This design comes from an exercise in tuning for small area, a short achievable clock period and few clock cycles on the open sky130 flow, not from production work.
Function was checked by simulation only, so behaviour that the tests miss may differ from the original.

### flow/run.sh
#!/bin/bash
# synth_recipe.tcl (not shown) runs the flow's synth.tcl, then flattens the netlist and writes it again
# the make line also repeats each setting of config.mk as NAME=value (left out here)
make -C /OpenROAD-flow-scripts/flow DESIGN_CONFIG=/design/flow/config.mk WORK_HOME=/design/flow/orfs CLKGATE_MAP_FILE= SYNTH_SCRIPT=/design/flow/synth_recipe.tcl finish
### flow/config.mk
export PLATFORM = sky130hd
export DESIGN_NAME = disc_flight_drag_integrator_core
export DESIGN_NICKNAME = disc_flight_drag_integrator_core
export VERILOG_FILES = /design/flow/design.v
export SDC_FILE = /design/flow/constraint.sdc
export NUM_CORES = 4
export LEC_CHECK = 0
export CAP_MARGIN = 20
export CORE_MARGIN = 2
export CORE_UTILIZATION = 40
export PLACE_DENSITY = 0.6
export SLEW_MARGIN = 20
### flow/constraint.sdc
create_clock -name core_clock -period 12.0 [get_ports {clock}]
set_input_delay 2.4000 -clock core_clock [delete_from_list [all_inputs] [get_ports {clock}]]
set_output_delay 2.4000 -clock core_clock [all_outputs]
set_load 0.01 [all_outputs]
### flow/design.v
package dfdi_pkg;
   localparam int FracBits = 16;
   localparam int DtBits   = 16;
   localparam logic [2:0] REG_DRAG_COEFF   = 3'd0;
   localparam logic [2:0] REG_LIFT_COEFF   = 3'd1;
   localparam logic [2:0] REG_FRONTAL_AREA = 3'd2;
   localparam logic [2:0] REG_INV_MASS     = 3'd3;
   localparam logic [2:0] REG_LIFT_PRODUCT = 3'd4;
   localparam logic [2:0] REG_WIND_X       = 3'd5;
   localparam logic [2:0] REG_WIND_Y       = 3'd6;
   localparam logic [2:0] REG_WIND_Z       = 3'd7;
   localparam logic REQ_TICK   = 1'b0;
   localparam logic REQ_LAUNCH = 1'b1;
   function automatic logic [32:0] sat50(input logic signed [49:0] v);
      logic hi_ok;
      begin
         hi_ok = (v[49:31] == {19{v[49]}});
         if (hi_ok) sat50 = {1'b0, v[31:0]};
         else if (v[49]) sat50 = {1'b1, 32'h80000000};
         else sat50 = {1'b1, 32'h7fffffff};
      end
   endfunction
   function automatic logic [32:0] sat33(input logic signed [32:0] v);
      begin
         if (v[32] == v[31]) sat33 = {1'b0, v[31:0]};
         else if (v[32]) sat33 = {1'b1, 32'h80000000};
         else sat33 = {1'b1, 32'h7fffffff};
      end
   endfunction
endpackage
module disc_flight_drag_integrator_core (
   input  logic                clock,
   input  logic                reset,
   input  logic                csr_write,
   input  logic [2:0]          csr_index,
   input  logic [31:0]         csr_data,
   input  logic                req_valid,
   output logic                req_stall,
   input  logic                req_type,
   input  logic [15:0]         req_time_step,
   input  logic signed [31:0]  req_load_pos_x,
   input  logic signed [31:0]  req_load_pos_y,
   input  logic signed [31:0]  req_load_pos_z,
   input  logic signed [31:0]  req_load_vel_x,
   input  logic signed [31:0]  req_load_vel_y,
   input  logic signed [31:0]  req_load_vel_z,
   output logic                rsp_valid,
   input  logic                rsp_stall,
   output logic signed [31:0]  rsp_out_pos_x,
   output logic signed [31:0]  rsp_out_pos_y,
   output logic signed [31:0]  rsp_out_pos_z,
   output logic signed [31:0]  rsp_out_vel_x,
   output logic signed [31:0]  rsp_out_vel_y,
   output logic signed [31:0]  rsp_out_vel_z,
   output logic                rsp_saturated
);
   localparam logic [3:0] F_IDLE = 4'd0, F_SQ0 = 4'd1, F_SQ1 = 4'd2, F_SQ2 = 4'd3,
                          F_RT = 4'd4, F_P0 = 4'd5, F_P1 = 4'd6, F_P2 = 4'd7,
                          F_P3 = 4'd8, F_P4 = 4'd9, F_P5 = 4'd10, F_P6 = 4'd11,
                          F_C0 = 4'd12, F_C1 = 4'd13, F_C2 = 4'd14, F_C3 = 4'd15;
   localparam logic [2:0] T_IDLE = 3'd0, T_Z = 3'd1, T_X = 3'd2, T_Y = 3'd3,
                          T_P = 3'd4;
   logic [30:0] drag_ff, lift_ff, area_ff, imass_ff;
   logic [31:0] lprod_ff;
   logic [2:0][31:0] wind_ff;
   logic        dirty_ff;
   logic [30:0] kd_ff;
   logic [31:0] lacc_ff;
   logic        csat_ff;
   logic [2:0][31:0] pos_ff, vel_ff, vnew_ff;
   logic        sat_ff, rsp_valid_ff;
   logic [3:0]  fst_ff;
   logic [15:0] dtf_ff;
   logic        flagf_ff;
   logic signed [31:0] ma_ff, mb_ff;
   logic [63:0] s2_ff;
   logic [33:0] rem_ff;
   logic [31:0] root_ff;
   logic [3:0]  rcnt_ff;
   logic        ssat_ff;
   logic [31:0] ks_ff, drag_ff2, fsum_ff, dvl_ff;
   logic [2:0]  tst_ff;
   logic        flagt_ff;
   logic        lift_ff2;    
   logic [31:0] vzpre_ff;    
   logic signed [32:0] sa_ff;
   logic [15:0] sb_ff;
   logic [31:0] sc_ff;       
   logic        scsh_ff;
   logic rsp_free, tick_ok, launch_ok, acc_tick, acc_launch, f_hold, f_pre;
   logic csr_dep;
   assign rsp_free  = !rsp_valid_ff || !rsp_stall;
   assign f_pre     = (fst_ff[3:2] == 2'b11);
   assign f_hold    = (fst_ff == F_P1) && (tst_ff != T_IDLE);
   assign tick_ok   = ((fst_ff == F_IDLE) || (fst_ff == F_P6)) && !dirty_ff;
   assign launch_ok = ((fst_ff == F_IDLE) || f_pre) && (tst_ff == T_IDLE) && rsp_free;
   assign req_stall = (req_type == dfdi_pkg::REQ_LAUNCH) ? !launch_ok : !tick_ok;
   assign acc_tick   = req_valid && (req_type == dfdi_pkg::REQ_TICK) && tick_ok;
   assign acc_launch = req_valid && (req_type == dfdi_pkg::REQ_LAUNCH) && launch_ok;
   assign csr_dep = csr_write && (csr_index <= dfdi_pkg::REG_LIFT_PRODUCT);
   logic signed [65:0] mp;
   logic signed [65:0] maddend;
   always_comb begin
      case (fst_ff)
         F_SQ1, F_SQ2:     maddend = {2'b00, s2_ff};
         F_P1, F_P2, F_P4: maddend = 66'(mb_ff);
         default:          maddend = '0;
      endcase
   end
   assign mp = ma_ff * mb_ff + maddend;
   logic [32:0] mq;          
   logic [31:0] mclamp;      
   logic        mclamp_s;
   always_comb begin
      if (mp[65:47] == {19{mp[65]}}) mq = {1'b0, mp[47:16]};
      else if (mp[65]) mq = {1'b1, 32'h80000000};
      else mq = {1'b1, 32'h7fffffff};
      mclamp_s = (mp[63:48] != 16'd0);
      mclamp = mclamp_s ? 32'h7fffffff : {1'b0, mp[47:17]};
   end
   logic [32:0] fs;
   logic [31:0] wsel;
   always_comb begin
      case (fst_ff)
         F_P3:    wsel = wind_ff[1];
         F_P5:    wsel = wind_ff[2];
         default: wsel = wind_ff[0];
      endcase
      fs = dfdi_pkg::sat33({drag_ff2[31], drag_ff2} + {wsel[31], wsel});
   end
   logic [2:0] lzg;
   always_comb begin
      logic [31:0] m;
      logic [7:0] okxy, okz;
      m = vnew_ff[2] ^ {32{vnew_ff[2][31]}};
      okxy[0] = !s2_ff[63]; okz[0] = 1'b1;
      for (int i = 1; i < 8; i++) begin
         okxy[i] = okxy[i-1] && (s2_ff[70 - 8*i -: 8] == 8'd0);
         okz[i] = okz[i-1] && (m[34 - 4*i -: 4] == 4'd0);
      end
      lzg = 3'd0;
      for (int i = 1; i < 8; i++) if (okxy[i] && okz[i]) lzg = 3'(i);
   end
   logic [33:0] rem_nx;
   logic [31:0] root_nx;
   always_comb begin
      logic [38:0] x, t1, t2, t3;
      logic [33:0] r;
      logic [31:0] q;
      r = rem_ff; q = root_ff;
      for (int j = 0; j < 2; j++) begin
         x = {1'b0, r, s2_ff[63 - 4*j -: 4]};
         t1 = x - {4'd0, q, 3'b001};
         t2 = x - {3'd0, q, 4'b0100};
         t3 = x - ({3'd0, q, 4'b0000} + {4'd0, q, 3'b000} + 39'd9);
         if (!t3[38]) begin r = t3[33:0]; q = {q[29:0], 2'b11}; end
         else if (!t2[38]) begin r = t2[33:0]; q = {q[29:0], 2'b10}; end
         else if (!t1[38]) begin r = t1[33:0]; q = {q[29:0], 2'b01}; end
         else begin r = x[33:0]; q = {q[29:0], 2'b00}; end
      end
      rem_nx = r; root_nx = q;
   end
   logic signed [32:0] sa;
   logic signed [16:0] sb;
   logic signed [49:0] sp;
   logic        t_dp;
   assign t_dp = (tst_ff == T_X) || (tst_ff == T_Y) || (tst_ff == T_P);
   always_comb begin
      sa = sa_ff;
      sb = {1'b0, sb_ff};
   end
   assign sp = sa * sb + (scsh_ff ? $signed({{1{sc_ff[31]}}, sc_ff, 17'd0})
                                  : $signed({{2{sc_ff[31]}}, sc_ff, 16'd0}));
   logic [32:0] sv;          
   logic [32:0] svl;         
   logic [32:0] spos;        
   always_comb begin
      sv = dfdi_pkg::sat50(sp >>> 16);
      svl = dfdi_pkg::sat33({vzpre_ff[31], vzpre_ff} + {dvl_ff[31], dvl_ff});
      spos = dfdi_pkg::sat50(sp >>> 17);
   end
   logic [31:0] vz_now;
   assign vz_now = lift_ff2 ? svl[31:0] : vnew_ff[2];
   always_ff @(posedge clock) begin
      if (reset) begin
         drag_ff <= '0; lift_ff <= '0; area_ff <= '0; imass_ff <= 31'd65536;
         lprod_ff <= '0;
         wind_ff[0] <= '0; wind_ff[1] <= '0; wind_ff[2] <= '0;
      end else if (csr_write) begin
         case (csr_index)
            dfdi_pkg::REG_DRAG_COEFF:   drag_ff  <= csr_data[30:0];
            dfdi_pkg::REG_LIFT_COEFF:   lift_ff  <= csr_data[30:0];
            dfdi_pkg::REG_FRONTAL_AREA: area_ff  <= csr_data[30:0];
            dfdi_pkg::REG_INV_MASS:     imass_ff <= csr_data[30:0];
            dfdi_pkg::REG_LIFT_PRODUCT: lprod_ff <= csr_data;
            dfdi_pkg::REG_WIND_X:       wind_ff[0] <= csr_data;
            dfdi_pkg::REG_WIND_Y:       wind_ff[1] <= csr_data;
            dfdi_pkg::REG_WIND_Z:       wind_ff[2] <= csr_data;
            default: ;
         endcase
      end
   end
   always_ff @(posedge clock) begin
      if (reset) begin
         fst_ff <= F_IDLE;
         dirty_ff <= 1'b1;
      end else begin
         if (csr_dep) dirty_ff <= 1'b1;
         case (fst_ff)
            F_IDLE: begin
               if (acc_tick) fst_ff <= F_SQ0;
               else if (dirty_ff && !csr_dep) fst_ff <= F_C0;
            end
            F_SQ0: fst_ff <= F_SQ1;
            F_SQ1: fst_ff <= F_SQ2;
            F_SQ2: fst_ff <= F_RT;
            F_RT: if (rcnt_ff == 4'd1) fst_ff <= F_P0;
            F_P1: if (!f_hold) fst_ff <= F_P2;
            F_P6: fst_ff <= acc_tick ? F_SQ0 : F_IDLE;
            F_C3: begin
               fst_ff <= F_IDLE;
               if (!csr_dep) dirty_ff <= 1'b0;
            end
            default: fst_ff <= fst_ff + 4'd1;
         endcase
         if (f_pre && csr_dep) fst_ff <= F_IDLE;
      end
   end
   always_ff @(posedge clock) begin
      case (fst_ff)
         F_IDLE, F_P6: begin
            if (dirty_ff) begin
               ma_ff <= {1'b0, drag_ff}; mb_ff <= {1'b0, area_ff};
            end else begin
               ma_ff <= $signed(vnew_ff[0]); mb_ff <= $signed(vnew_ff[0]);
            end
         end
         F_SQ0: begin ma_ff <= $signed(vnew_ff[1]); mb_ff <= $signed(vnew_ff[1]); end
         F_SQ1: begin ma_ff <= $signed(vz_now); mb_ff <= $signed(vz_now); end
         F_SQ2: begin ma_ff <= $signed(lacc_ff); mb_ff <= {16'd0, dtf_ff}; end
         F_RT: begin
            ma_ff <= {1'b0, kd_ff};
            mb_ff <= ssat_ff ? 32'sh7fffffff : root_nx;
         end
         F_P0: begin ma_ff <= ~mq[31:0]; mb_ff <= vnew_ff[0]; end
         F_P1: if (!f_hold) begin ma_ff <= ~ks_ff; mb_ff <= vnew_ff[1]; end
         F_P2, F_P5: begin ma_ff <= fs[31:0]; mb_ff <= {1'b0, imass_ff}; end
         F_P3: begin ma_ff <= ~ks_ff; mb_ff <= vnew_ff[2]; end
         F_P4: begin ma_ff <= fsum_ff; mb_ff <= {1'b0, imass_ff}; end
         F_C0: begin ma_ff <= {1'b0, lift_ff}; mb_ff <= {1'b0, area_ff}; end
         F_C1: begin ma_ff <= mclamp; mb_ff <= lprod_ff; end
         F_C2: begin ma_ff <= mq[31:0]; mb_ff <= {1'b0, imass_ff}; end
         default: ;
      endcase
   end
   always_ff @(posedge clock) begin
      if (acc_tick) dtf_ff <= req_time_step;
      case (fst_ff)
         F_SQ0, F_SQ1: s2_ff <= mp[63:0];
         F_SQ2: begin
            s2_ff <= mp[63:0] << {lzg, 3'b000};
            rcnt_ff <= 4'd8 - {1'b0, lzg};
            rem_ff <= '0; root_ff <= '0;
            ssat_ff <= 1'b0;
         end
         F_RT: begin
            if (rcnt_ff == 4'd8 && s2_ff[63:62] != 2'd0) ssat_ff <= 1'b1;
            rcnt_ff <= rcnt_ff - 4'd1;
            s2_ff <= {s2_ff[55:0], 8'd0};
            rem_ff <= rem_nx; root_ff <= root_nx;
         end
         default: ;
      endcase
      case (fst_ff)
         F_P0: ks_ff <= mq[31:0];
         F_P1: if (!f_hold) drag_ff2 <= mq[31:0];
         F_P2, F_P4: drag_ff2 <= mq[31:0];
         default: ;
      endcase
      if (fst_ff == F_P3) fsum_ff <= fs[31:0];
      if (fst_ff == F_C0) kd_ff <= mclamp[30:0];
      if (fst_ff == F_C3) lacc_ff <= mq[31:0];
      case (fst_ff)
         F_C0: csat_ff <= mclamp_s;
         F_C1: csat_ff <= csat_ff | mclamp_s;
         F_C2, F_C3: csat_ff <= csat_ff | mq[32];
         default: ;
      endcase
   end
   logic rt_first;
   always_ff @(posedge clock) begin
      rt_first <= (fst_ff == F_SQ2);
      if (rt_first) dvl_ff <= mq[31:0];
   end
   always_ff @(posedge clock) begin
      if (acc_tick) flagf_ff <= 1'b0;
      else begin
         case (fst_ff)
            F_RT: if (rt_first) flagf_ff <= flagf_ff | mq[32];
            F_P0: flagf_ff <= flagf_ff | csat_ff | ssat_ff | mq[32];
            F_P1: if (!f_hold) flagf_ff <= flagf_ff | mq[32];
            F_P2: flagf_ff <= flagf_ff | mq[32] | fs[32];
            F_P3: flagf_ff <= flagf_ff | mq[32] | fs[32];
            F_P4: flagf_ff <= flagf_ff | mq[32] | sv[32];
            F_P5: flagf_ff <= flagf_ff | mq[32] | fs[32];
            default: ;
         endcase
      end
   end
   always_ff @(posedge clock) begin
      if (reset) begin
         tst_ff <= T_IDLE;
         lift_ff2 <= 1'b0;
      end else begin
         lift_ff2 <= (tst_ff == T_Z);
         case (tst_ff)
            T_IDLE: if (fst_ff == F_P6) tst_ff <= T_Z;
            T_Z: tst_ff <= T_X;
            T_X: if (rsp_free) tst_ff <= T_Y;
            T_Y: tst_ff <= T_P;
            default: tst_ff <= T_IDLE;
         endcase
      end
   end
   always_ff @(posedge clock) begin
      if (fst_ff == F_P6) begin
         flagt_ff <= flagf_ff | mq[32] | sv[32];
      end else begin
         flagt_ff <= flagt_ff | (lift_ff2 & svl[32]) |
                     (tst_ff == T_Z ? sv[32] : 1'b0) |
                     (((tst_ff == T_X && rsp_free) || tst_ff == T_Y) ? spos[32] : 1'b0);
      end
      if (tst_ff == T_Z) vzpre_ff <= sv[31:0];
      if (fst_ff == F_P3 || fst_ff == F_P5 || fst_ff == F_P6) begin
         sa_ff <= {mq[31], mq[31:0]};
         sb_ff <= dtf_ff;
         scsh_ff <= 1'b0;
         case (fst_ff)
            F_P3:    sc_ff <= vnew_ff[0];
            F_P5:    sc_ff <= vnew_ff[1];
            default: sc_ff <= vnew_ff[2];
         endcase
      end else begin
         case (tst_ff)
            T_Z: begin
               sa_ff <= {vel_ff[0][31], vel_ff[0]} + {vnew_ff[0][31], vnew_ff[0]};
               sc_ff <= pos_ff[0]; scsh_ff <= 1'b1;
            end
            T_X: if (rsp_free) begin
               sa_ff <= {vel_ff[1][31], vel_ff[1]} + {vnew_ff[1][31], vnew_ff[1]};
               sc_ff <= pos_ff[1];
            end
            T_Y: begin
               sa_ff <= {vel_ff[2][31], vel_ff[2]} + {vzpre_ff[31], vzpre_ff};
               sc_ff <= pos_ff[2];
            end
            default: ;
         endcase
      end
   end
   always_ff @(posedge clock) begin
      if (reset) begin
         rsp_valid_ff <= 1'b0;
         for (int i = 0; i < 3; i++) begin
            pos_ff[i] <= '0;
            vel_ff[i] <= '0;
            vnew_ff[i] <= '0;
         end
      end else begin
         if (acc_launch || tst_ff == T_P) rsp_valid_ff <= 1'b1;
         else if (!rsp_stall) rsp_valid_ff <= 1'b0;
         if (acc_launch) begin
            pos_ff[0] <= req_load_pos_x; pos_ff[1] <= req_load_pos_y;
            pos_ff[2] <= req_load_pos_z;
            vel_ff[0] <= req_load_vel_x; vel_ff[1] <= req_load_vel_y;
            vel_ff[2] <= req_load_vel_z;
            vnew_ff[0] <= req_load_vel_x; vnew_ff[1] <= req_load_vel_y;
            vnew_ff[2] <= req_load_vel_z;
         end
         if (fst_ff == F_P4) vnew_ff[0] <= sv[31:0];
         if (fst_ff == F_P6) vnew_ff[1] <= sv[31:0];
         if (lift_ff2) vnew_ff[2] <= svl[31:0];
         if (tst_ff == T_X && rsp_free) pos_ff[0] <= spos[31:0];
         if (tst_ff == T_Y) pos_ff[1] <= spos[31:0];
         if (tst_ff == T_P) begin
            pos_ff[2] <= spos[31:0];
            vel_ff[0] <= vnew_ff[0]; vel_ff[1] <= vnew_ff[1]; vel_ff[2] <= vnew_ff[2];
         end
      end
   end
   always_ff @(posedge clock) begin
      if (reset) sat_ff <= 1'b0;
      else if (acc_launch) sat_ff <= 1'b0;
      else if (tst_ff == T_P) sat_ff <= flagt_ff | spos[32];
   end
   assign rsp_valid = rsp_valid_ff;
   assign rsp_out_pos_x = pos_ff[0];
   assign rsp_out_pos_y = pos_ff[1];
   assign rsp_out_pos_z = pos_ff[2];
   assign rsp_out_vel_x = vel_ff[0];
   assign rsp_out_vel_y = vel_ff[1];
   assign rsp_out_vel_z = vel_ff[2];
   assign rsp_saturated = sat_ff;
endmodule
==> results of run 1 <==
-- path summary, 6_finish.rpt --
kind	endpoint	cells after the start	start	slack [ns]
min	lprod_ff[28]	2	lprod_ff[28]	0.45
min reg2reg	lprod_ff[28]	2	lprod_ff[28]	0.45
max	flagt_ff	34	fst_ff[0]	0.26
max reg2reg	flagt_ff	34	fst_ff[0]	0.26
-- worst max-delay path, delay by kind of cell, from the launching register on --
family / cells / cell delay [ns]
compound gates: 7 / 1.90
fa+ha+maj: 10 / 4.71
buf+inv: 8 / 1.32
flops: 1 / 0.43
mux: 1 / 0.35
simple gates: 8 / 2.84
-- flip-flops by register name (all words and copies together) (netlist names), 33 cells and up --
register and flops:
vnew_ff 96, s2_ff 64, rem_ff 34, pos_ff 96
sa_ff 33, vel_ff 96, wind_ff 96
-- repair_timing --
item,4_1_cts,5_1_grt
gates resized for setup,0,9
hold endpoints to repair,0,0
setup buffers,0,2
endpoints found under the setup margin,0,170
-- routing by layer --
metal,GRT usage [%],vias to the layer above
met5,0,-
met4,16.3,60
met3,8.01,1298
met2,47.5,6331
met1,43.3,56900
li1,-,49000
-- kinds of logic after synthesis --
group           synth area share, %
fa+ha+maj                      36.0
compound gates                 16.0
buf+inv                        8.71
xor+xnor                       2.76
mux                           0.994
flops                          20.5
simple gates                   15.1
-- cell usage in the layout, fill, tap and decap left out, types with 145 or more instances in the layout --
cell type | synthesis | layout
a21o_1 | 229 | 229
a21oi_1 | 968 | 961
a22oi_1 | 318 | 318
a31oi_1 | 147 | 145
and2_1 | 727 | 723
buf_4 | 2 | 359
clkdlybuf4s50_1 | 0 | 442
dfxtp_1 | 555 | 550
edfxtp_1 | 520 | 520
fa_1 | 1847 | 1847
ha_1 | 767 | 767
inv_1 | 2144 | 2142
nand2_1 | 2009 | 1999
nor2_1 | 795 | 775
o21ai_0 | 473 | 468
xnor2_1 | 252 | 251
xor2_1 | 158 | 158
-- cell type report --
cell class	count	area [um^2]
Timing Repair Buffer	822	7470
Fill cell	31900	179000
Clock buffer	183	3780
Inverter	2153	8090
Antenna cell	23	57.6
Clock inverter	58	557
Multi-Input combinational cell	10600	92500
Tap cell	4325	5410
Sequential cell	1075	26700
-- stage by stage --
step | setup slack [ns] | hold slack, ns
floorplan | 1.64 | 0.426
global placement | 0.359 | 0.440
detailed placement | 0.357 | 0.446
CTS | 0.349 | 0.453
global route | 0.0661 | 0.466
finish | 0.261 | 0.454
==> notes.md, run 1 <==
- Clk slew on worst S/H paths: 0.06 ns
- Startpoint type of the worst setup path: flip-flop
- Setup tns final: 0 ns
- Hold_buf cts: 0
- Slew margin rel.: 13.1%
- Synth top area share: ~28%
- F_max: 0.0852 GHz
- Post-synth EDFFs: between 500 and 600
- Endpoints failing setup: 0
- WL met2: ~230000 um
- Final Critical Period: between 10 and 15 ns
- Die width: 575 um
- H-tree depth: 4
- Port Buf Inserts: 443
- Top-count cell post-synth: inv_1
- Clock Latency Late Sink: 0.82 ns
- Cells after synthesis: 14.7k
- Most frequent cell on the critical path: fa_1
- Async set or reset register ratio after synthesis: 0%
- Clock Root Buffer: clkbuf_16
- Final core utilization: roughly 45%
- Critical Path Sink Type: flip-flop
- Synthesized cell area: ~130000 um^2
- Met1 Wirelength: approximately 210000 um
- Final WL: 538000 um
- Non-filler cells, final: 19.3k
- Vias in the first global route: 110k
- Cell row count: 209
- DRT antenna net count: 0
- Grt total ovfl: 0
- Leading area contributor after synthesis: fa_1
- Global Route Usage Sum: 32.0%
- Top FF cell, synth: dfxtp_1
- Area grow syn2layout: 11.0%
- Detailed Place HPWL: 425000 um
- Final Max Slew Viols: 0
- Highest routed layer: met5
- Max clock buf depth: 3
- Initial core utilization: 40.2%
- Die area: 330000 um^2
- Status: finished clean
- Num CTS Buffers: approximately 130
- Tcrit/Tclk final: 97.8%
- Flops & latches, synth: 1075
- DRC: 0
- CP peak stage delay: between 0.5 and 0.6 ns
- Sink Count: 1075
- Post-Syn Nets: 17.6k
- Critical Path Fanout Max: 20
- Area after DPL: between 100000 and 150000 um^2
- Routed length on met3: around 60000 um
- Layout cells sized above 1: 5.32%
- CTS tree: built
- Largest net degree at the start of global routing: 190
- Sequential area share after synthesis: approximately 20%
- CP required: 12.69 ns
- Fin area: 145000 um^2
- Die H: 575 um
- Ys Warns: 1
- Hold Path Class: flip-flop to flip-flop
- Hold Violations, Final: 0
- Placer Congestion: 1.04
- Max Cap Violations: 0
- Initial antenna violation count: 63
- Via count: 114k
- Skew final: 0.0458 ns
- Synthesized area per cell: between 8 and 9 um^2
- Placed Cells: 19.0k
- First-pass GRT wire length: just under 800000 um
- Post-layout net count: between 15k and 20k
- Commonest cells post-synth: inv_1 (2144), nand2_1 (2009), fa_1 (1847)
- Core area: 324000 um^2
- Wire per inst: 27.9 um
- Post-DR vias/cell: roughly 6
- CP Data Arrival Time: ~12 ns
- Drt first pass iters: 14
- RSZ-0062 raised after global routing: no
- I/O pins: 444
- First DRT Iteration DRCs: 14.4k
- Worst slew pin tran: around 1.3 ns
- Top cells by area, synth: fa_1 (28%), edfxtp_1 (12%), dfxtp_1 (8.5%)
- Cell variety after synth: 102
- CP Class: flip-flop to flip-flop
- Slowest stage cell, crit path: fa_1
Testbench counts, summed over its fixed seeds: cycles 15,129.
==> run 2, diff against run 1 <==
--- a/flow/design.v
+++ b/flow/design.v
@@ -60,4 +60,4 @@
                           F_C0 = 4'd12, F_C1 = 4'd13, F_C2 = 4'd14, F_C3 = 4'd15;
-   localparam logic [2:0] T_IDLE = 3'd0, T_Z = 3'd1, T_X = 3'd2, T_Y = 3'd3,
-                          T_P = 3'd4;
+   localparam logic [2:0] T_IDLE = 3'd0, T_Z = 3'd1, T_L = 3'd5, T_X = 3'd2,
+                          T_Y = 3'd3, T_P = 3'd4;
    logic [30:0] drag_ff, lift_ff, area_ff, imass_ff;
@@ -80,6 +80,5 @@
    logic        ssat_ff;
-   logic [31:0] ks_ff, drag_ff2, fsum_ff, dvl_ff;
+   logic [31:0] ks_ff, drag_ff2, fsum_ff;
    logic [2:0]  tst_ff;
    logic        flagt_ff;
-   logic        lift_ff2;    
    logic [31:0] vzpre_ff;    
@@ -109,3 +108,24 @@
    end
-   assign mp = ma_ff * mb_ff + maddend;
+   always_comb begin
+      logic [32:0] bx;
+      logic [2:0]  g;
+      logic [33:0] m;
+      logic [65:0] acc;
+      bx = {mb_ff, 1'b0};
+      acc = maddend;
+      for (int i = 0; i < 16; i++) acc = acc - (66'd1 << (33 + 2*i));
+      for (int i = 0; i < 16; i++) begin
+         g = bx[2*i +: 3];
+         case (g)
+            3'b001, 3'b010: m = {{2{ma_ff[31]}}, ma_ff};
+            3'b011:         m = {ma_ff[31], ma_ff, 1'b0};
+            3'b100:         m = ~{ma_ff[31], ma_ff, 1'b0};
+            3'b101, 3'b110: m = ~{{2{ma_ff[31]}}, ma_ff};
+            default:        m = 34'd0;
+         endcase
+         acc = acc + (66'({~m[33], m[32:0]}) << (2*i))
+                   + (66'(g[2] & ~(g[1] & g[0])) << (2*i));
+      end
+      mp = acc;
+   end
    logic [32:0] mq;          
@@ -162,15 +182,26 @@
    end
-   logic signed [32:0] sa;
-   logic signed [16:0] sb;
    logic signed [49:0] sp;
-   logic        t_dp;
-   assign t_dp = (tst_ff == T_X) || (tst_ff == T_Y) || (tst_ff == T_P);
    always_comb begin
-      sa = sa_ff;
-      sb = {1'b0, sb_ff};
+      logic [18:0] bx;
+      logic [2:0]  g;
+      logic [34:0] m;
+      logic [49:0] acc;
+      bx = {2'b00, sb_ff, 1'b0};
+      acc = scsh_ff ? {{1{sc_ff[31]}}, sc_ff, 17'd0} : {{2{sc_ff[31]}}, sc_ff, 16'd0};
+      for (int i = 0; i < 9; i++) acc = acc - (50'd1 << (34 + 2*i));
+      for (int i = 0; i < 9; i++) begin
+         g = bx[2*i +: 3];
+         case (g)
+            3'b001, 3'b010: m = {{2{sa_ff[32]}}, sa_ff};
+            3'b011:         m = {sa_ff[32], sa_ff, 1'b0};
+            3'b100:         m = ~{sa_ff[32], sa_ff, 1'b0};
+            3'b101, 3'b110: m = ~{{2{sa_ff[32]}}, sa_ff};
+            default:        m = 35'd0;
+         endcase
+         acc = acc + (50'({~m[34], m[33:0]}) << (2*i))
+                   + (50'(g[2] & ~(g[1] & g[0])) << (2*i));
+      end
+      sp = acc;
    end
-   assign sp = sa * sb + (scsh_ff ? $signed({{1{sc_ff[31]}}, sc_ff, 17'd0})
-                                  : $signed({{2{sc_ff[31]}}, sc_ff, 16'd0}));
    logic [32:0] sv;          
-   logic [32:0] svl;         
    logic [32:0] spos;        
@@ -178,3 +209,2 @@
       sv = dfdi_pkg::sat50(sp >>> 16);
-      svl = dfdi_pkg::sat33({vzpre_ff[31], vzpre_ff} + {dvl_ff[31], dvl_ff});
       spos = dfdi_pkg::sat50(sp >>> 17);
@@ -182,3 +212,3 @@
    logic [31:0] vz_now;
-   assign vz_now = lift_ff2 ? svl[31:0] : vnew_ff[2];
+   assign vz_now = (tst_ff == T_L) ? sv[31:0] : vnew_ff[2];
    always_ff @(posedge clock) begin
@@ -239,3 +269,2 @@
          F_SQ1: begin ma_ff <= $signed(vz_now); mb_ff <= $signed(vz_now); end
-         F_SQ2: begin ma_ff <= $signed(lacc_ff); mb_ff <= {16'd0, dtf_ff}; end
          F_RT: begin
@@ -289,7 +318,2 @@
    end
-   logic rt_first;
-   always_ff @(posedge clock) begin
-      rt_first <= (fst_ff == F_SQ2);
-      if (rt_first) dvl_ff <= mq[31:0];
-   end
    always_ff @(posedge clock) begin
@@ -298,3 +322,2 @@
          case (fst_ff)
-            F_RT: if (rt_first) flagf_ff <= flagf_ff | mq[32];
             F_P0: flagf_ff <= flagf_ff | csat_ff | ssat_ff | mq[32];
@@ -312,8 +335,7 @@
          tst_ff <= T_IDLE;
-         lift_ff2 <= 1'b0;
       end else begin
-         lift_ff2 <= (tst_ff == T_Z);
          case (tst_ff)
             T_IDLE: if (fst_ff == F_P6) tst_ff <= T_Z;
-            T_Z: tst_ff <= T_X;
+            T_Z: tst_ff <= T_L;
+            T_L: tst_ff <= T_X;
             T_X: if (rsp_free) tst_ff <= T_Y;
@@ -328,4 +350,4 @@
       end else begin
-         flagt_ff <= flagt_ff | (lift_ff2 & svl[32]) |
-                     (tst_ff == T_Z ? sv[32] : 1'b0) |
+         flagt_ff <= flagt_ff |
+                     ((tst_ff == T_Z || tst_ff == T_L) ? sv[32] : 1'b0) |
                      (((tst_ff == T_X && rsp_free) || tst_ff == T_Y) ? spos[32] : 1'b0);
@@ -345,2 +367,6 @@
             T_Z: begin
+               sa_ff <= {lacc_ff[31], lacc_ff};
+               sc_ff <= sv[31:0];
+            end
+            T_L: begin
                sa_ff <= {vel_ff[0][31], vel_ff[0]} + {vnew_ff[0][31], vnew_ff[0]};
@@ -381,3 +407,3 @@
          if (fst_ff == F_P6) vnew_ff[1] <= sv[31:0];
-         if (lift_ff2) vnew_ff[2] <= svl[31:0];
+         if (tst_ff == T_L) vnew_ff[2] <= sv[31:0];
          if (tst_ff == T_X && rsp_free) pos_ff[0] <= spos[31:0];
==> notes.md, run 2 <==
- Sequential area share after synthesis: 22.3%
- Clock Root Buffer: clkbuf_16
- Vias in the first global route: 106k
- Num CTS Buffers: ~120
- Post-layout net count: ~16k
- Reg2Reg Depth: 31
- Compound-Gate Fraction of Synth Area: 23.9%
- Clock Latency Late Sink: approximately 0.8 ns
- Final Critical Period: between 10 and 15 ns
- Leading cell type in the layout, fill and taps excluded: nand2_1
- I/O pins: 444
- DRT antenna net count: 0
- Area grow syn2layout: 11.3%
- Register area: 25700 um^2
- RSZ-0062 raised after global routing: no
- Status: finished clean
- CP peak stage delay: 0.81 ns
- Endpoints failing setup: 0
- Commonest non-fill, non-tap cells in the layout: nand2_1 (1783), nor2_1 (1370), inv_1 (1119), a21oi_1 (1094), fa_1 (824)
- Skew final: roughly 0.11 ns
- Non-filler cells, final: ~18k
- R2r startpoint: root_ff[3]
- Clk slew on worst S/H paths: 0.07 ns
- Post-synth EDFFs: 488
- Port Buf Inserts: 443
- Core area: about 290000 um^2
- Ys Warns: 1
- Max Cap Violations: 0
- DRC: 0
- Post-Syn Nets: 16.0k
- Placer Congestion: ~1.1
- Max clock buf depth: 3
- Top FF cell, synth: dfxtp_1
- Post-CTS Setup Bufs: 0
- Setup tns final: 0 ns
- Via count: 115k
- Die H: 541 um
- Hold Path Class: flip-flop to flip-flop
- Async set or reset register ratio after synthesis: 0%
- CP Data Arrival Time: 12.23 ns
- Multi-input logic area: 81600 um^2
- Commonest cells post-synth: nand2_1 (1794), nor2_1 (1409), inv_1 (1123)
- Synthesized cell area: 115000 um^2
- Cell row count: 197
- Final Max Slew Viols: 0
- Worst Setup EP: mb_ff[1]
- Xor/xnor share of the synthesized area: 8.22%
- CP required: ~12 ns
- Startpoint type of the worst setup path: flip-flop
- First DRT Iteration DRCs: 16.9k
- Layout cells sized above 1: 6.28%
- Cells after synthesis: approximately 14k
- H-tree depth: 3
- CTS tree: built
- Final core utilization: 44.7%
- First-pass GRT wire length: 792000 um
- Initial antenna violation count: 64
- Hold Violations, Final: 0
- Cell variety after synth: 111
- CP Class: flip-flop to flip-flop
- Post-DR vias/cell: 6.40
- Mux contribution to synthesized area: around 1.4%
- Grt total ovfl: 0
- Top cells by area, synth: fa_1 (14%), edfxtp_1 (13%), dfxtp_1 (9.6%)
- Leading area contributor after synthesis: fa_1
- Worst Setup SP: root_ff[3]
- Detailed Place HPWL: 430000 um
- Die width: approximately 540 um
- Largest family of logic cells by synthesized area: compound AO/OA/AOI/OAI gates
- Synthesized area per cell: 8.13 um^2
- Slew margin rel.: between 10% and 20%
- Synthesized-area fraction occupied by adder cells: 22.4%
- Initial core utilization: about two fifths
- Fillers: 28.8k
- F_max: 0.0851 GHz
- R2R setup slack: 0.25 ns
- Tcrit/Tclk final: 97.9%
- Critical Path Sink Type: flip-flop
- Capture point of the worst reg-to-reg path: mb_ff[1]
- Flops & latches, synth: 1041
- Critical Path Fanout Max: 17
- Worst slew pin tran: 1.29 ns
- Sink Count: 1041
- Drt first pass iters: 10
- Wire per inst: 31.4 um
- Placed Cells: between 15k and 20k
- Global Route Usage Sum: 37.1%
- Final WL: between 500000 and 600000 um
- Die area: 293000 um^2
- Slowest stage cell, crit path: o311ai_1
- Synth top area share: ~14%
- Post-Synth Simple-Gate Area: 14.3%
- Largest net degree at the start of global routing: 176
- Top-count cell post-synth: nand2_1
==> run 2: worst max-delay path, delay by kind of cell (launching register included) <==
family          cells  cell delay [ns]
compound gates     13             5.76
fa+ha+maj           5             1.90
buf+inv             4             0.60
flops               1             0.43
simple gates        9             2.71
==> run 2: cell families (layout without fill, tap and decap cells) <==
| kind of cell | after synthesis | count (layout) |
|---|---|---|
| buffers and inverters | 2287 | 2249 |
| adder cells (fa/ha/maj) | 1568 | 1568 |
| multiplexers | 153 | 153 |
| AND/OR/NAND/NOR | 3940 | 3940 |
| other | 0 | 43 |
| AO/OA/AOI/OAI | 4116 | 4116 |
| flip-flops | 1041 | 1041 |
| XOR/XNOR | 1079 | 1079 |
==> run 2: metrics by stage <==
stage | hold WS [ns] | area, um^2 | worst slack (ns)
6_report | 0.419 | 128000 | 0.247
5_1_grt | 0.425 | 128000 | 0.0317
4_1_cts | 0.420 | 128000 | 0.405
3_5_place_dp | 0.409 | 124000 | 0.453
3_3_place_gp | 0.403 | 124000 | 0.643
2_1_floorplan | 0.400 | 115000 | 2.89
==> run 2: timing repair <==
action / CTS / global route
endpoints found under the setup margin: 0 / 1
hold buffers: 0 / 0
resized for setup: 0 / 1
hold endpoints to repair: 0 / 0
==> run 2: how the worst min path moves through the flow <==
| stage | from | endpoint | slack [ns] | depth (start not counted) |
|---|---|---|---|---|
| 2_1_floorplan | dtf_ff[0] | sb_ff[0] | 0.40 | 0 |
| 3_3_place_gp | dtf_ff[0] | sb_ff[0] | 0.40 | 0 |
| 3_5_place_dp | dtf_ff[15] | sb_ff[15] | 0.41 | 0 |
| 4_1_cts | dtf_ff[8] | sb_ff[8] | 0.42 | 0 |
| 5_1_grt | dtf_ff[0] | sb_ff[0] | 0.42 | 0 |
| 6_report | dtf_ff[8] | sb_ff[8] | 0.42 | 0 |
==> run 2: cell type report <==
cell class / instances / area share [%]
Multi-Input combinational cell: 10900 / 63.6
Sequential cell: 1041 / 20.0
Timing Repair Buffer: 902 / 6.29
Tap cell: 3781 / 3.68
Inverter: 1128 / 3.30
Clock buffer: 162 / 2.60
Clock inverter: 57 / 0.454
Antenna cell: 43 / 0.0838
==> run 2: routing by layer <==
metal / global-route usage [%] / part of all wire (%)
met5: 0.0329 / 0.057
met4: 22.9 / 7.6
met3: 11.8 / 13
met2: 54.4 / 42
met1: 47.3 / 38
Testbench counts of run 2, summed over its fixed seeds: cycles 15,153.
==> run 3, diff against run 2 <==
--- a/flow/design.v
+++ b/flow/design.v
@@ -78,2 +78,3 @@
    logic [31:0] root_ff;
+   logic [33:0] root3_ff;    
    logic [3:0]  rcnt_ff;
@@ -101,8 +102,7 @@
    logic signed [65:0] maddend;
+   logic        add_s2_ff, add_v_ff;    
    always_comb begin
-      case (fst_ff)
-         F_SQ1, F_SQ2:     maddend = {2'b00, s2_ff};
-         F_P1, F_P2, F_P4: maddend = 66'(mb_ff);
-         default:          maddend = '0;
-      endcase
+      maddend = '0;
+      if (add_s2_ff) maddend = {2'b00, s2_ff};
+      if (add_v_ff) maddend = 66'(mb_ff);
    end
@@ -165,7 +165,8 @@
    logic [31:0] root_nx;
+   logic [33:0] root3_nx;
    always_comb begin
       logic [38:0] x, t1, t2, t3;
-      logic [33:0] r;
+      logic [33:0] r, q3;
       logic [31:0] q;
-      r = rem_ff; q = root_ff;
+      r = rem_ff; q = root_ff; q3 = root3_ff;
       for (int j = 0; j < 2; j++) begin
@@ -174,9 +175,14 @@
          t2 = x - {3'd0, q, 4'b0100};
-         t3 = x - ({3'd0, q, 4'b0000} + {4'd0, q, 3'b000} + 39'd9);
-         if (!t3[38]) begin r = t3[33:0]; q = {q[29:0], 2'b11}; end
-         else if (!t2[38]) begin r = t2[33:0]; q = {q[29:0], 2'b10}; end
-         else if (!t1[38]) begin r = t1[33:0]; q = {q[29:0], 2'b01}; end
-         else begin r = x[33:0]; q = {q[29:0], 2'b00}; end
+         t3 = x - {2'd0, q3, 3'b000} - 39'd9;
+         if (!t3[38]) begin
+            r = t3[33:0]; q = {q[29:0], 2'b11}; q3 = {q3[31:0], 2'b00} + 34'd9;
+         end else if (!t2[38]) begin
+            r = t2[33:0]; q = {q[29:0], 2'b10}; q3 = {q3[31:0], 2'b00} + 34'd6;
+         end else if (!t1[38]) begin
+            r = t1[33:0]; q = {q[29:0], 2'b01}; q3 = {q3[31:0], 2'b00} + 34'd3;
+         end else begin
+            r = x[33:0]; q = {q[29:0], 2'b00}; q3 = {q3[31:0], 2'b00};
+         end
       end
-      rem_nx = r; root_nx = q;
+      rem_nx = r; root_nx = q; root3_nx = q3;
    end
@@ -259,2 +265,4 @@
    always_ff @(posedge clock) begin
+      add_s2_ff <= (fst_ff == F_SQ0) || (fst_ff == F_SQ1);
+      add_v_ff <= (fst_ff == F_P0) || (fst_ff == F_P1) || (fst_ff == F_P3);
       case (fst_ff)
@@ -291,3 +299,3 @@
             rcnt_ff <= 4'd8 - {1'b0, lzg};
-            rem_ff <= '0; root_ff <= '0;
+            rem_ff <= '0; root_ff <= '0; root3_ff <= '0;
             ssat_ff <= 1'b0;
@@ -298,3 +306,3 @@
             s2_ff <= {s2_ff[55:0], 8'd0};
-            rem_ff <= rem_nx; root_ff <= root_nx;
+            rem_ff <= rem_nx; root_ff <= root_nx; root3_ff <= root3_nx;
          end
--- a/flow/config.mk
+++ b/flow/config.mk
@@ -11,2 +11,3 @@
 export PLACE_DENSITY = 0.6
+export SETUP_SLACK_MARGIN = 2.5
 export SLEW_MARGIN = 20
==> notes.md, run 3 <==
- Status: finished clean
- Post-synth EDFFs: 521
- Worst slew pin tran: 1.29 ns
- Detailed Place HPWL: 454000 um
- Layout cells sized above 1: around 8.3%
- Wire per inst: between 30 and 40 um
- Hold_buf cts: 0
- Final Max Slew Viols: 0
- Cell row count: 199
- Die width: 548 um
- Worst slack, placed: 1.10 ns
- Die H: 548 um
- Synthesized cell area: 119000 um^2
- Hold Violations, Final: 0
- Leading area contributor after synthesis: edfxtp_1
- Cells after synthesis: 14.7k
- Tcrit/Tclk final: 78.6%
- CP Class: flip-flop to flip-flop
- Final WL: around 600000 um
- Hold Path Class: flip-flop to flip-flop
- Vias in the first global route: 110k
- F_max: 0.106 GHz
- Fin Hold WS: about 0.42 ns
- Async set or reset register ratio after synthesis: 0%
- Commonest non-fill, non-tap cells in the layout: nand2_1 (1758), nor2_1 (1385), inv_1 (1116), a21oi_1 (1053), fa_1 (758)
- Critical Path Sink Type: flip-flop
- Cell variety after synth: between 100 and 150
- Slowest stage cell, crit path: a211oi_1
- Final Critical Period: roughly 9.4 ns
- First-pass GRT wire length: 833000 um
- Placer Congestion: 1.06
- Synthesized area per cell: 8.09 um^2
- Area grow syn2layout: 14.0%
- Sink Count: 1076
- Worst Setup EP: sa_ff[16]
- Post-layout net count: between 15k and 20k
- DRC: 0
- Clk slew on worst S/H paths: 0.07 ns
- Worst path depth: 29
- WHS Path Cells: 0
- Compound-Gate Fraction of Synth Area: roughly a quarter
- Commonest cells post-synth: nand2_1 (1788), nor2_1 (1434), inv_1 (1119)
- Initial core utilization: 40.3%
- Slew margin rel.: between 10% and 20%
- Via count: 120k
- Startpoint type of the worst setup path: flip-flop
- First DRT Iteration DRCs: 17.7k
- Die area: around 300000 um^2
- Placed Cells: ~18k
- Top-count cell post-synth: nand2_1
- Mux contribution to synthesized area: around 1.5%
- Post-Syn Nets: 16.4k
- Max clock buf depth: 4
- CP required: 12.56 ns
- Max Cap Violations: 0
- Reg2Reg Depth: 29
- Sequential area share after synthesis: about 23%
- Initial antenna violation count: 80
- Xor/xnor share of the synthesized area: 8.39%
- Largest net degree at the start of global routing: 172
- DRT antenna net count: 0
- Largest delay share family, worst path: adder cells
- CP Buf/Inv Count: 6
- Top cells by area, synth: edfxtp_1 (13%), fa_1 (13%), dfxtp_1 (9.4%)
- Register area: around 27000 um^2
- R2R setup slack: 2.56 ns
- Grt total ovfl: 0
- Num CTS Buffers: 141
- I/O pins: 444
- Endpoints failing setup: 0
- Setup ws final: 2.56 ns
- Synthesized-area fraction occupied by adder cells: 21.2%
- Leading cell type in the layout, fill and taps excluded: nand2_1
- Ys Warns: 1
- Synth top area share: 13.2%
- RSZ-0062 raised after global routing: yes
- Non-filler cells, final: 18.7k
- H-tree depth: 4
- Largest family of logic cells by synthesized area: compound AO/OA/AOI/OAI gates
- Port Buf Inserts: 443
- Drt first pass iters: 14
- CTS tree: built
- CP Data Arrival Time: 9.99 ns
- Core area: 294000 um^2
- Flops & latches, synth: approximately 1.1k
- Top FF cell, synth: dfxtp_1
- Skew final: 0.108 ns
- CP peak stage delay: between 0.7 and 0.8 ns
- Critical Path Fanout Max: 31
- Clock Root Buffer: clkbuf_16
- Clock Latency Late Sink: ~0.9 ns
- Global Route Usage Sum: approximately two fifths
- Capture point of the worst reg-to-reg path: sa_ff[16]
- Worst Setup SP: mb_ff[11]
- Post-DR vias/cell: 6.40
- Multi-input logic area: 84800 um^2
- R2r startpoint: mb_ff[11]
- Post-Synth Simple-Gate Area: 14.8%
- Fillers: slightly below 30k
- Most frequent cell on the critical path: fa_1
- Setup tns final: 0 ns
run 3: cells by family (layout without fill, tap and decap cells):
group | count (synthesis) | in the layout
AO/OA/AOI/OAI | 4281 | 4283
AND/OR/NAND/NOR | 4103 | 4106
buffers and inverters | 2332 | 2424
adder cells (fa/ha/maj) | 1555 | 1555
XOR/XNOR | 1135 | 1135
flip-flops | 1076 | 1076
multiplexers | 170 | 170
other | 0 | 56
run 3: layout make-up:
type	instances	share of cell area, %
multi-input cells	11200	62.7
clock buffers	197	2.96
diodes	56	0.104
repair buffers	1052	7.32
well taps	3919	3.63
inverters	1125	3.13
clock inverters	50	0.345
flip-flops and latches	1076	19.8
run 3: through the flow:
stage	cell area, um^2	utilization, %
final	135000	45.9
after global routing	135000	45.9
after CTS	134000	45.4
after detailed placement	128000	43.4
after global placement	128000	43.3
after floorplan	119000	-
run 3: worst register-to-register path: cells and delay by family (launching register included):
family                     cells  cell delay [ns]
adders and majority gates      7             3.10
DFF                            1             0.49
and+or+nand+nor                9             2.45
xor gates and xnor gates       1             0.15
AOI/OAI and AO/OA              6             2.15
buffers and inverters          6             0.84
run 3: worst min path at each step:
stage               start        end  slack (ns)
2_1_floorplan   dtf_ff[0]   sb_ff[0]        0.40
3_3_place_gp   dtf_ff[14]  sb_ff[14]        0.40
3_5_place_dp   dtf_ff[12]  sb_ff[12]        0.41
4_1_cts        dtf_ff[14]  sb_ff[14]        0.42
5_1_grt        dtf_ff[15]  sb_ff[15]        0.43
6_report       dtf_ff[14]  sb_ff[14]        0.42
run 3: timing repair:
item / 4_1_cts / 5_1_grt
gates cloned: 1 / 5
endpoints found under the setup margin: 220 / 277
setup buffers: 97 / 39
pin swaps: 13 / 28
resized for setup: 139 / 198
run 3: metal layers:
layer  up-vias  track usage [%]  share of wire, %
met4        68             22.8               7.5
met3      1758             11.5                12
met2      7895             56.2                42
met5         -           0.0633             0.071
li1      51500                -                 -
met1     58700             48.9                38
Testbench counts of run 3, summed over its fixed seeds: cycles 15,153.
==> run 4, diff against run 3 <==
--- a/flow/config.mk
+++ b/flow/config.mk
@@ -7,2 +7,3 @@
 export LEC_CHECK = 0
+export ABC_AREA = 1
 export CAP_MARGIN = 20
==> notes.md, run 4 <==
- Status: finished clean
- Commonest non-fill, non-tap cells in the layout: nand2_1 (3439), inv_1 (2121), nor2_1 (1669), o21ai_0 (1063), a21oi_1 (892)
- DRT antenna net count: 0
- Ys Warns: 1
- Slowest stage cell, crit path: fa_1
- Worst slew pin tran: 1.39 ns
- First DRT Iteration DRCs: 20.6k
- Skew final: 0.0966 ns
- Startpoint type of the worst setup path: flip-flop
- Final Max Slew Viols: 0
- Initial core utilization: around two fifths
- Clock Root Buffer: clkbuf_16
- Post-layout net count: 18.5k
- Synthesized cell area: 120000 um^2
- Top cells by area, synth: edfxtp_1 (13%), fa_1 (13%), nand2_1 (11%)
- H-tree depth: 4
- Max Cap Violations: 0
- Fin Hold WS: 0.424 ns
- Sink Count: 1076
- CP required: ~13 ns
- Post-Syn Nets: 18.5k
- Reg2Reg Depth: 32
- Die area: 304000 um^2
- CP Data Arrival Time: 10.01 ns
- CP peak stage delay: between 0.6 and 0.7 ns
- Die H: 551 um
- Vias in the first global route: 121k
- Commonest cells post-synth: nand2_1 (3465), inv_1 (2145), nor2_1 (1735)
- Most frequent cell on the critical path: nand2_1
- Core area: 297000 um^2
- Top-count cell post-synth: nand2_1
- Post-DR vias/cell: 6.40
- Num CTS Buffers: approximately 140
- Global Route Usage Sum: between 40% and 50%
- RSZ-0062 raised after global routing: yes
- WHS Path Cells: 0
- Final Critical Period: 9.43 ns
- Port Buf Inserts: 443
- Synthesized area per cell: 7.14 um^2
- Flops & latches, synth: between 1k and 1.5k
- F_max: 0.106 GHz
- Layout cells sized above 1: 5.99%
- Critical Path Sink Type: flip-flop
- Die width: 551 um
- Clk slew on worst S/H paths: 0.07 ns
- Tcrit/Tclk final: 78.6%
- Hold Path Class: flip-flop to flip-flop
- Async set or reset register ratio after synthesis: 0%
- Clock Latency Late Sink: between 0.8 and 0.9 ns
- Post-synth EDFFs: 521
- CP Class: flip-flop to flip-flop
- Leading cell type in the layout, fill and taps excluded: nand2_1
- Wire per inst: 32.6 um
- Endpoints failing setup: 0
- Non-filler cells, final: between 20k and 25k
- Via count: 133k
- Area grow syn2layout: 11.9%
- Top FF cell, synth: dfxtp_1
- Drt first pass iters: 8
- Critical Path Fanout Max: 18
- Grt total ovfl: 0
- CTS tree: built
- Placed Cells: ~20k
- First-pass GRT wire length: 938000 um
- Sequential area share after synthesis: approximately 22%
- Hold Violations, Final: 0
- Cells after synthesis: roughly 17k
- Synth top area share: 13.1%
- I/O pins: 444
- Initial antenna violation count: 98
- DRC: 0
- Cell row count: 200
- Setup tns final: 0 ns
- Slew margin rel.: roughly 7.3%
- Detailed Place HPWL: 527000 um
- Max clock buf depth: 4
- Placer Congestion: 1.12
- Leading area contributor after synthesis: edfxtp_1
- Final WL: 678000 um
- Largest net degree at the start of global routing: roughly 130
- Cell variety after synth: between 70 and 80
[run 4: cell count changes after synthesis, sizes merged, moves of 248 or more]
cell | before | now
nand2 | 1788 | 3501
inv | 1119 | 2202
xnor2 | 638 | 110
nand3 | 143 | 594
o22ai | 69 | 492
o21ai | 737 | 1151
a221oi | 210 | 619
a211oi | 388 | 28
nor2 | 1435 | 1760
xor2 | 497 | 204
a22oi | 431 | 183
[run 4: logic make-up after synthesis]
group                      synth area share (%)
AOI/OAI and AO/OA                          22.5
xor gates and xnor gates                   2.30
muxes                                    0.0167
DFF                                        22.3
buffers and inverters                      10.6
adders and majority gates                  20.8
and+or+nand+nor                            21.4
[run 4: routing by layer]
layer / track usage [%] / vias up / share of wire (%)
met5: 0.0782 / - / 0.095
met4: 31.5 / 82 / 9.1
met3: 16.2 / 2240 / 14
met2: 61.8 / 9856 / 40
met1: 52.9 / 63700 / 36
li1: - / 57000 / -
[run 4: per-stage QoR]
stage | utilization, % | worst slack (ns) | area [um^2]
floorplan | - | 4.66 | 120000
global placement | 43.0 | 0.831 | 128000
detailed placement | 43.0 | 0.918 | 128000
CTS | 44.7 | 2.36 | 133000
global route | 45.0 | 2.47 | 134000
finish | 45.1 | 2.57 | 134000
[run 4: cell type report]
cell class                 instances  area, um^2
fill                           31100      163000
multi-input combinational      12400       81000
sequential                      1076       26800
inverter                        2228        8490
timing repair buffer             861        7990
tap                             3939        4930
clock buffer                     197        4130
clock inverter                    51         566
antenna                           56         140
timing repair inverter             2        15.0
[run 4: final timing paths]
kind                   from   endpoint  slack, ns
hold reg to reg   dtf_ff[2]   sb_ff[2]       0.42
hold / removal    dtf_ff[2]   sb_ff[2]       0.42
setup / recovery  ma_ff[17]  ma_ff[23]       2.57
setup reg to reg  ma_ff[17]  ma_ff[23]       2.57
[run 4: timing repair]
item,in CTS,in global routing
gates resized for setup,33,84
buffers inserted,21,35
pin swaps,1,4
gates cloned,2,0
hold buffers,0,0
endpoints found under the setup margin,223,200
[run 4: worst max-delay path, delay by kind of cell (launching register included)]
kind	cells	cell delay, ns
fa+ha+maj	7	3.51
compound gates	1	0.34
simple gates	17	3.08
buf+inv	7	1.62
flops	1	0.53
==> run 5, diff against run 4 <==
--- a/flow/config.mk
+++ b/flow/config.mk
@@ -7,3 +7,2 @@
 export LEC_CHECK = 0
-export ABC_AREA = 1
 export CAP_MARGIN = 20
@@ -12,3 +11,2 @@
 export PLACE_DENSITY = 0.6
-export SETUP_SLACK_MARGIN = 2.5
 export SLEW_MARGIN = 20
==> notes.md, run 5 <==
- Status: finished clean
- Top FF cell, synth: dfxtp_1
- Drt first pass iters: 9
- I/O pins: ~440
- Post-DR vias/cell: 6.38
- Critical Path Fanout Max: 38
- Via count: around 120k
- Endpoints failing setup: 0
- Async set or reset register ratio after synthesis: 0%
- Post-CTS Setup Bufs: 0
- CTS tree: built
- Fillers: 29.6k
- Core area: 294000 um^2
- Hold_buf cts: 0
- Max Cap Violations: 0
- Multi-input logic area: between 80000 and 90000 um^2
- Final Critical Period: 11.26 ns
- WL met2: 249000 um
- First DRT Iteration DRCs: approximately 17k
- Top-count cell post-synth: nand2_1
- Global Route Usage Sum: 37.9%
- Vias in the first global route: 110k
- Flops & latches, synth: approximately 1.1k
- RSZ-0062 raised after global routing: no
- Sequential area share after synthesis: 22.6%
- Post-synth EDFFs: approximately 520
- Reg2Reg Depth: 28
- Skew final: 0.101 ns
- F_max: 0.0888 GHz
- Startpoint type of the worst setup path: flip-flop
- Met1 Wirelength: 229000 um
- Routed length on met3: 71200 um
- Ys Warns: 1
- Die width: 548 um
- Cell row count: 199
- Wire per inst: roughly 32 um
- Clock Latency Late Sink: approximately 0.9 ns
- Post-layout net count: around 16k
- Max clock buf depth: 4
- Cells after synthesis: 14.7k
- Hold Path Class: flip-flop to flip-flop
- Cell variety after synth: 109
- Worst slew pin tran: 1.40 ns
- Slew margin rel.: 6.39%
- Initial core utilization: 40.3%
- DRT antenna net count: 0
- Top cells by area, synth: edfxtp_1 (13%), fa_1 (13%), dfxtp_1 (9.4%)
- Tcrit/Tclk final: 93.9%
- Commonest non-fill, non-tap cells in the layout: nand2_1 (1775), nor2_1 (1394), inv_1 (1116), a21oi_1 (1073), ha_1 (769)
- Layout cells sized above 1: 6.39%
- Synthesized cell area: 119000 um^2
- H-tree depth: 4
- Highest routed layer: met5
- CP required: 12.52 ns
- Die H: between 500 and 600 um
- Slowest stage cell, crit path: nand2_1
- Most frequent cell on the critical path: fa_1
- Final Max Slew Viols: 0
- CP peak stage delay: roughly 0.65 ns
- Commonest cells post-synth: nand2_1 (1788), nor2_1 (1434), inv_1 (1119)
- Hold Violations, Final: 0
- DRC: 0
- Synthesized area per cell: about 8 um^2
- WHS Path Cells: 0
- Largest net degree at the start of global routing: 172
- Die area: 301000 um^2
- Sink Count: 1076
- R2R setup slack: 0.74 ns
- Final WL: 592000 um
- Setup tns final: 0 ns
- Leading cell type in the layout, fill and taps excluded: nand2_1
- CP Class: flip-flop to flip-flop
- Post-Syn Nets: 16.4k
- Detailed Place HPWL: between 400000 and 500000 um
- Register area: 26800 um^2
- Area grow syn2layout: 11.6%
- Fin Hold WS: 0.422 ns
- Clock Root Buffer: clkbuf_16
- Synth top area share: 13.2%
- Placer Congestion: 1.06
- First-pass GRT wire length: ~830000 um
- Port Buf Inserts: 443
- Num CTS Buffers: about 140
- Critical Path Sink Type: flip-flop
- Leading area contributor after synthesis: edfxtp_1
- Number of gates resized after CTS: 0
- Initial antenna violation count: 78
- CP Data Arrival Time: 11.78 ns
- Clk slew on worst S/H paths: around 0.070 ns
- Grt total ovfl: 0
[run 5: worst max-delay path: cells and delay by family, from the launching register on]
kind	cells	cell delay, ns
AOI/OAI and AO/OA	8	2.80
xor gates and xnor gates	1	0.19
adders and majority gates	7	3.32
buffers and inverters	6	1.26
DFF	1	0.46
and+or+nand+nor	6	2.84
[run 5: cells by family after synthesis]
logic type	share of synthesized area (%)
xor+xnor	8.39
simple gates	14.8
buf+inv	7.46
fa+ha+maj	21.2
flops	22.6
mux	1.47
compound gates	24.1
[run 5: per-layer routing]
layer  GRT usage (%)  up-vias
li1                -    51200
met1            48.8    58100
met2            55.8     7482
met3            11.3     1627
met4            22.9       68
met5           0.206        -
[run 5: cell type report]
type	instances	share of cell area, %
multi-input cells	11200	63.2
clock buffers	197	3.03
diodes	56	0.106
flip-flops and latches	1076	20.2
well taps	3919	3.71
repair buffers	915	6.18
clock inverters	50	0.353
inverters	1125	3.20
[run 5: worst paths after layout]
check / from / end
hold reg to reg: dtf_ff[14] / sb_ff[14]
setup / recovery: mb_ff[23] / lacc_ff[8]
hold / removal: dtf_ff[14] / sb_ff[14]
setup reg to reg: mb_ff[23] / lacc_ff[8]
[run 5: stage by stage]
| stage | setup WS [ns] | cell area [um^2] | std cells | utilization (%) |
|---|---|---|---|---|
| after floorplan | 3.23 | 119000 | 14700 | - |
| after global placement | 1.17 | 128000 | 18300 | 43.3 |
| after detailed placement | 1.10 | 128000 | 18300 | 43.4 |
| after CTS | 1.09 | 132000 | 18500 | 44.9 |
| after global routing | 0.314 | 132000 | 18500 | 44.9 |
| final | 0.737 | 132000 | 18600 | 44.9 |

## what the ideal ports hide
The flow's constraints put no driver on any port. The routed layouts listed below were extracted and timed again, unchanged, in two steps.
Step 1: set_driving_cell puts a clkbuf_16 on clock and a buf_2 on each other input, an assumption about the parent block.
Step 2 also shifts input and output timing later by t, the mid clock arrival at the registers, as if the neighbouring blocks saw the same clock.
a / b / c = no drivers / after step 1 / after step 2; a / b = the first two.
run | t, ns | slack for setup (ns) | hold WS [ns] | slew at the worst register clock pin (ns)
run 1 | 0.913 | 0.261 / 0.261 / 0.261 | 0.454 / 0.454 / 0.454 | 0.07 / 0.07
run 2 | 0.875 | 0.247 / 0.247 / 0.247 | 0.419 / 0.419 / 0.419 | 0.08 / 0.08
run 3 | 0.943 | 2.565 / 2.565 / 2.565 | 0.421 / 0.421 / 0.421 | 0.07 / 0.07
run 4 | 0.932 | 2.566 / 2.566 / 2.566 | 0.424 / 0.424 / 0.424 | 0.08 / 0.08
run 5 | 0.938 | 0.737 / 0.737 / 0.737 | 0.422 / 0.422 / 0.422 | 0.07 / 0.07
After both steps every run listed still meets setup and hold.
